Background: an optimization exercise with open tools, aiming at small area, a short achievable clock period and few clock cycles per item. Do not read the settings as production practice. Where RTL was checked, it was by simulation tests only, not by an equivalence proof against the original. Power and IR drop assume default switching activity.

==> flow/design.v (excerpt) <==
module file_transfer_sector_splitter
#(
    parameter int SECTOR_BYTES      = FTSS_SECTOR_BYTES,
    parameter int FILE_SECTOR_LIMIT = FTSS_FILE_SECTOR_LIMIT
) (
    input  logic                aclk,
    input  logic                aresetn,
    input  logic                psel,
    input  logic                penable,
    input  logic                pwrite,
    input  logic [ADDR_W-1:0]   paddr,
    input  logic [31:0]         pwdata,
    output logic [31:0]         prdata,
    output logic                pready,
    input  logic                s_valid,
    output logic                s_ready,
    input  logic                s_req_type,
    input  logic [FILE_W-1:0]   s_file_index,
    input  logic signed [31:0]  s_position,
    input  logic [31:0]         s_transfer_length,
    output logic                m_valid,
    input  logic                m_ready,
    output logic [STATUS_W-1:0] m_status,
    output logic [31:0]         m_physical_sector,
    output logic [OFFSET_W-1:0] m_sector_offset,
    output logic [COUNT_W-1:0]  m_chunk_bytes,
    output logic                m_last
);
Size: roughly 2,100 cells after synthesis, about 180 flip-flops, about 17,000 µm² of cells after synthesis.
Settings: LEC_CHECK=0, CAP_MARGIN=20, CORE_MARGIN=2, CORE_UTILIZATION=40, SETUP_SLACK_MARGIN=1.0, SLEW_MARGIN=20; clock period 5.5 ns.
standard.sh (not shown) runs the stock make flow with config.mk's settings and CLKGATE_MAP_FILE= SYNTH_SCRIPT=/design/flow/synth_recipe.tcl, a recipe that flattens the netlist after the stock synthesis.
==> flow/flow/run.sh <==
#!/bin/bash
# The standard layout (standard.sh), with Yosys's adder-cell mapping turned off
# (ABC maps adders and comparators as plain logic) and the port buffers made as
# sky130_fd_sc_hd__buf_1 cells. Registers are those of the standard synthesis.
set -euo pipefail
bash standard.sh ADDER_MAP_FILE= "BUFFER_PORTS_ARGS=-buffer_cell sky130_fd_sc_hd__buf_1" finish > make_finish.log 2>&1
Testbench counts at the start, summed over its fixed seeds: cycles 49,244, requests 12,000.
Edit:
==> flow/flow/run.sh (replaced) <==
#!/bin/bash
# The standard layout (standard.sh, standard synthesis), with the port buffers
# made as sky130_fd_sc_hd__buf_1 cells.
set -euo pipefail
bash standard.sh "BUFFER_PORTS_ARGS=-buffer_cell sky130_fd_sc_hd__buf_1" finish > make_finish.log 2>&1
Settings changed: SETUP_SLACK_MARGIN 1.0 to 0.3.
The new run produced a layout that fails on negative setup slack. Sequential cell count does not change. Design area goes down by 6.0%. Clock-buffer cell count goes up by 2.
Edit:
==> flow/flow/run.sh (replaced) <==
#!/bin/bash
# The standard layout (standard.sh), with Yosys's adder-cell mapping turned off
# (ABC maps adders and comparators as plain logic) and the port buffers made as
# sky130_fd_sc_hd__buf_1 cells. Registers are those of the standard synthesis.
set -euo pipefail
bash standard.sh ADDER_MAP_FILE= "BUFFER_PORTS_ARGS=-buffer_cell sky130_fd_sc_hd__buf_1" finish > make_finish.log 2>&1
Settings changed: SETUP_SLACK_MARGIN 0.3 to unset.
Now the flow completed without violations.
Die area went up by about 5.4%.
Clock power rises by about 5%.
Setup slack is better by 0.38 ns.
Edit:
==> flow/flow/run.sh (replaced) <==
#!/bin/bash
# The standard layout (standard.sh, standard synthesis), with the port buffers
# made as sky130_fd_sc_hd__buf_1 cells.
set -euo pipefail
bash standard.sh "BUFFER_PORTS_ARGS=-buffer_cell sky130_fd_sc_hd__buf_1" finish > make_finish.log 2>&1
Outcome: With this change the flow completed and failed the layout checks on negative setup slack; area after synthesis falls by 5.2%; design area rises by 0.40%; setup slack loses 0.29 ns; global-route usage shrinks by 0.76 points; total power increases by 5.7%.
Edit:
==> flow/flow/run.sh (replaced) <==
#!/bin/bash
# The standard layout (standard.sh), with Yosys's adder-cell mapping turned off
# (ABC maps adders and comparators as plain logic) and the port buffers made as
# sky130_fd_sc_hd__buf_1 cells. Registers are those of the standard synthesis.
set -euo pipefail
bash standard.sh ADDER_MAP_FILE= "BUFFER_PORTS_ARGS=-buffer_cell sky130_fd_sc_hd__buf_1" finish > make_finish.log 2>&1
Settings changed: ABC_AREA set to 1.
Effect: This time the run went through all stages and came out clean. Routed wire length is higher by 19%. Hold slack gets worse by 0.043 ns. Worst setup slack gets better by 0.83 ns. Cell count is higher by 31%.
Edit:
==> flow/run.sh (new file) <==
#!/bin/bash
# synth_recipe.tcl (not shown) runs the flow's synth.tcl, then flattens the netlist and writes it again
# the make line also repeats each setting of config.mk as NAME=value (left out here)
make -C /OpenROAD-flow-scripts/flow DESIGN_CONFIG=/design/flow/config.mk WORK_HOME=/design/flow/orfs CLKGATE_MAP_FILE= SYNTH_SCRIPT=/design/flow/synth_recipe.tcl finish
Settings changed: ABC_AREA 1 to unset.
removed: flow/flow/run.sh
removed: flow/standard.sh
Effect: This time the run finished with negative setup slack left. Final cell count went down by 22%. Area after synthesis went down by 5.4%. Design area went up by 14%.

The RTL this note starts from:
==> flow/design.v <==
package ftss_pkg;
    localparam int FTSS_SECTOR_BYTES      = 512;
    localparam int FTSS_FILE_SECTOR_LIMIT = 32;
    localparam int FTSS_QUEUE_DEPTH       = 2;
    localparam int STATUS_W = 3;
    localparam int FILE_W   = 16;
    localparam int OFFSET_W = 9;
    localparam int COUNT_W  = 10;
    localparam int ADDR_W   = 4;
    typedef enum logic [STATUS_W-1:0] {
        ST_CHUNK   = 3'd0,
        ST_EMPTY   = 3'd1,
        ST_NOSPACE = 3'd2,
        ST_BADPOS  = 3'd3,
        ST_ERASED  = 3'd4
    } status_t;
    typedef enum logic [1:0] {
        REG_ERASED = 2'd0,
        REG_SPF    = 2'd1,
        REG_MAIN   = 2'd2,
        REG_BACKUP = 2'd3
    } reg_index_t;
endpackage
import ftss_pkg::*;
module file_transfer_sector_splitter
#(
    parameter int SECTOR_BYTES      = FTSS_SECTOR_BYTES,
    parameter int FILE_SECTOR_LIMIT = FTSS_FILE_SECTOR_LIMIT
) (
    input  logic                aclk,
    input  logic                aresetn,
    input  logic                psel,
    input  logic                penable,
    input  logic                pwrite,
    input  logic [ADDR_W-1:0]   paddr,
    input  logic [31:0]         pwdata,
    output logic [31:0]         prdata,
    output logic                pready,
    input  logic                s_valid,
    output logic                s_ready,
    input  logic                s_req_type,
    input  logic [FILE_W-1:0]   s_file_index,
    input  logic signed [31:0]  s_position,
    input  logic [31:0]         s_transfer_length,
    output logic                m_valid,
    input  logic                m_ready,
    output logic [STATUS_W-1:0] m_status,
    output logic [31:0]         m_physical_sector,
    output logic [OFFSET_W-1:0] m_sector_offset,
    output logic [COUNT_W-1:0]  m_chunk_bytes,
    output logic                m_last
);
    logic        erased_reg;
    logic [5:0]  spf_reg;
    logic [31:0] main_reg;
    logic [31:0] backup_reg;
    logic        cfg_write;
    logic [1:0]  cfg_index;
    assign pready    = 1'b1;
    assign cfg_write = psel && penable && pwrite;
    assign cfg_index = paddr[3:2];
    always_ff @(posedge aclk) begin
        if (!aresetn) begin
            erased_reg <= 1'b0;
            spf_reg    <= 6'd1;
            main_reg   <= 32'd0;
            backup_reg <= 32'd1;
        end else if (cfg_write) begin
            unique case (cfg_index)
                REG_ERASED: erased_reg <= pwdata[0];
                REG_SPF:    spf_reg    <= pwdata[5:0];
                REG_MAIN:   main_reg   <= pwdata;
                REG_BACKUP: backup_reg <= pwdata;
                default:    erased_reg <= erased_reg;
            endcase
        end
    end
    always_comb begin
        unique case (cfg_index)
            REG_ERASED: prdata = {31'd0, erased_reg};
            REG_SPF:    prdata = {26'd0, spf_reg};
            REG_MAIN:   prdata = main_reg;
            REG_BACKUP: prdata = backup_reg;
            default:    prdata = '0;
        endcase
    end
    logic        cfg_lt, cfg_eq;
    logic [31:0] lo_c, hi_c, t2_c;
    logic [21:0] t1_reg, t2_reg;
    logic        t1_big_reg, t2_big_reg;
    always_comb begin
        cfg_lt = main_reg < backup_reg;
        cfg_eq = main_reg == backup_reg;
        lo_c   = cfg_lt ? main_reg : backup_reg;
        hi_c   = cfg_lt ? backup_reg : main_reg;
        t2_c   = cfg_eq ? lo_c : hi_c - 32'd1;
    end
    always_ff @(posedge aclk) begin
        t1_reg     <= lo_c[21:0];
        t1_big_reg <= |lo_c[31:22];
        t2_reg     <= t2_c[21:0];
        t2_big_reg <= |t2_c[31:22];
    end
    logic [5:0]          spf_e;
    logic                pos_oob;
    logic [STATUS_W-1:0] in_status;
    logic [15:0]         in_sum;
    logic [14:0]         in_end;
    logic [20:0]         in_s0;
    logic                r_valid;
    logic [STATUS_W-1:0] r_status;
    logic [20:0]         r_s0;
    logic [13:0]         r_pos;
    logic [14:0]         r_end;
    logic                o_take;
    always_comb begin
        spf_e   = spf_reg[5] ? 6'd32 : {1'b0, spf_reg[4:0]};
        pos_oob = (|s_position[30:14]) || ({1'b0, s_position[13:9]} >= spf_e);
        if (erased_reg)
            in_status = ST_ERASED;
        else if (s_position[31])
            in_status = ST_BADPOS;
        else if (pos_oob)
            in_status = s_req_type ? ST_NOSPACE : ST_EMPTY;
        else if (s_transfer_length == 32'd0)
            in_status = ST_EMPTY;
        else
            in_status = ST_CHUNK;
        in_sum = {2'b00, s_position[13:0]} + {1'b0, s_transfer_length[14:0]};
        in_end = ((|s_transfer_length[31:15]) || (in_sum[15:9] >= {1'b0, spf_e}))
               ? {spf_e, 9'd0} : in_sum[14:0];
        in_s0  = 21'(s_file_index * spf_e) + 21'(s_position[13:9]);
    end
    assign s_ready = !r_valid || o_take;
    always_ff @(posedge aclk) begin
        if (!aresetn) begin
            r_valid <= 1'b0;
        end else if (s_valid && s_ready) begin
            r_valid <= 1'b1;
        end else if (o_take) begin
            r_valid <= 1'b0;
        end
    end
    always_ff @(posedge aclk) begin
        if (s_valid && s_ready) begin
            r_status <= in_status;
            r_s0     <= in_s0;
            r_pos    <= s_position[13:0];
            r_end    <= in_end;
        end
    end
    logic                o_valid;
    logic [STATUS_W-1:0] o_status;
    logic [21:0]         o_sector;
    logic [8:0]          o_offset;
    logic [9:0]          o_bytes;
    logic [4:0]          o_cnt;      
    logic [8:0]          o_lb;       
    logic                ld_ge1, ld_ge2;
    logic [21:0]         ld_sector;
    logic [4:0]          ld_ke, ld_k0, ld_cnt;
    logic [9:0]          ld_bytes;
    always_comb begin
        ld_ge1    = !t1_big_reg && ({1'b0, r_s0} >= t1_reg);
        ld_ge2    = !t2_big_reg && ({1'b0, r_s0} >= t2_reg);
        ld_sector = {1'b0, r_s0} + {20'd0, ld_ge1 && ld_ge2, ld_ge1 ^ ld_ge2};
        ld_ke     = 5'(r_end[14:9] - {5'd0, r_end[8:0] == 9'd0});
        ld_k0     = r_pos[13:9];
        ld_cnt    = ld_ke - ld_k0;
        ld_bytes  = (ld_ke == ld_k0) ? 10'(r_end - {1'b0, r_pos})
                                     : 10'd512 - {1'b0, r_pos[8:0]};
    end
    logic [21:0]         nx_q;
    logic                nx_e1, nx_f1, nx_f2;
    logic [1:0]          nx_inc;
    logic [21:0]         nx_sector;
    always_comb begin
        nx_q      = o_sector + 22'd1;
        nx_e1     = !t1_big_reg && (nx_q == t1_reg);
        nx_f1     = !t2_big_reg && (o_sector == t2_reg);
        nx_f2     = !t2_big_reg && (nx_q == t2_reg);
        nx_inc    = nx_e1 ? (nx_f2 ? 2'd3 : 2'd2) : (nx_f1 ? 2'd2 : 2'd1);
        nx_sector = o_sector + {20'd0, nx_inc};
    end
    logic o_done, o_step;
    assign o_done = o_valid && m_ready && (o_cnt == 5'd0);
    assign o_take = !o_valid || o_done;
    assign o_step = o_valid && m_ready && (o_cnt != 5'd0);
    always_ff @(posedge aclk) begin
        if (!aresetn) begin
            o_valid <= 1'b0;
        end else if (o_take) begin
            o_valid <= r_valid;
        end
    end
    always_ff @(posedge aclk) begin
        if (o_take && r_valid) begin
            o_status <= r_status;
            if (r_status == ST_CHUNK) begin
                o_sector <= ld_sector;
                o_offset <= r_pos[8:0];
                o_bytes  <= ld_bytes;
                o_cnt    <= ld_cnt;
                o_lb     <= r_end[8:0];
            end else begin
                o_sector <= '0;
                o_offset <= '0;
                o_bytes  <= '0;
                o_cnt    <= '0;
            end
        end else if (o_step) begin
            o_sector <= nx_sector;
            o_offset <= '0;
            o_bytes  <= (o_cnt == 5'd1) ? {o_lb == 9'd0, o_lb} : 10'd512;
            o_cnt    <= o_cnt - 5'd1;
        end
    end
    assign m_valid           = o_valid;
    assign m_status          = o_status;
    assign m_physical_sector = {10'd0, o_sector};
    assign m_sector_offset   = o_offset;
    assign m_chunk_bytes     = o_bytes;
    assign m_last            = (o_cnt == 5'd0);
endmodule
Settings: LEC_CHECK=0, ABC_CLOCK_PERIOD_IN_PS=2000, CAP_MARGIN=20, CORE_MARGIN=2, CORE_UTILIZATION=40, SETUP_SLACK_MARGIN=2.3, SLEW_MARGIN=20; clock period 5.5 ns.
run.sh (not shown) runs the stock make flow with config.mk's settings and CLKGATE_MAP_FILE= SYNTH_SCRIPT=/design/flow/synth_recipe.tcl, a recipe that flattens the netlist after the stock synthesis.
Stock flow here: none of the scripts above is used.
The starting point ran to the end with no violations.
Next try:
Settings changed: ABC_CLOCK_PERIOD_IN_PS 2000 to 1500, SETUP_SLACK_MARGIN 2.3 to 2.6.
What happened: The new run finished clean; count of clock-buffer cells in the layout rises by 2; combinational power rose by a few percent; cell count increases by a few percent; sequential share of layout area shrinks by 0.72 points.
No run of this note included a check of the RTL's function; only the layout flow was run.

## re-timing with driven ports
How much do the figures lean on ideal ports? The routed layouts below were timed once more, with nothing changed but the port constraints. Step 1 assumes that a clkbuf_16 drives the clock port and a buf_2 every other input. Step 2 times the ports against the registers' clock, not the clock port: input delays grow and output delays shrink by t, the midpoint of the rising clock arrivals with the driver on. a / b / c = ideal ports / drivers / drivers and shift; a / b = the first two.
run | shift t [ns] | setup WS [ns] | hold WS [ns] | worst setup path at the end | worst register clock-pin slew, ns
the first run of note 1 | 0.497 | 0.403 / 0.403 / 0.230 | 0.514 / 0.514 / 0.514 | input to register | 0.09 / 0.09
the second run of note 1 | 0.506 | -0.152 / -0.152 / -0.152 | 0.504 / 0.504 / 0.504 | register to register | 0.08 / 0.08
the third run of note 1 | 0.494 | 0.224 / 0.224 / -0.031 | 0.497 / 0.497 / 0.497 | input to register | 0.08 / 0.08
the fourth run of note 1 | 0.504 | -0.067 / -0.067 / -0.067 | 0.498 / 0.498 / 0.498 | register to register | 0.08 / 0.08
the fifth run of note 1 | 0.504 | 0.759 / 0.759 / 0.759 | 0.455 / 0.455 / 0.455 | register to register | 0.08 / 0.08
the sixth run of note 1 | 0.493 | -0.090 / -0.090 / -0.193 | 0.496 / 0.496 / 0.496 | input to register | 0.08 / 0.08
the first run of note 2 | 0.604 | 0.446 / 0.468 / -0.136 | 0.451 / 0.451 / 0.451 | input to register | 0.07 / 0.07
the second run of note 2 | 0.613 | 0.514 / 0.533 / -0.080 | 0.451 / 0.451 / 0.451 | input to register | 0.06 / 0.06
Met with ideal ports but missed after step 2: setup timing in the third run of note 1, the first run of note 2 and the second run of note 2. For the second run of note 2, which loses most, drivers alone change the setup slack by +0.019 ns; drivers and shift together by -0.594 ns.
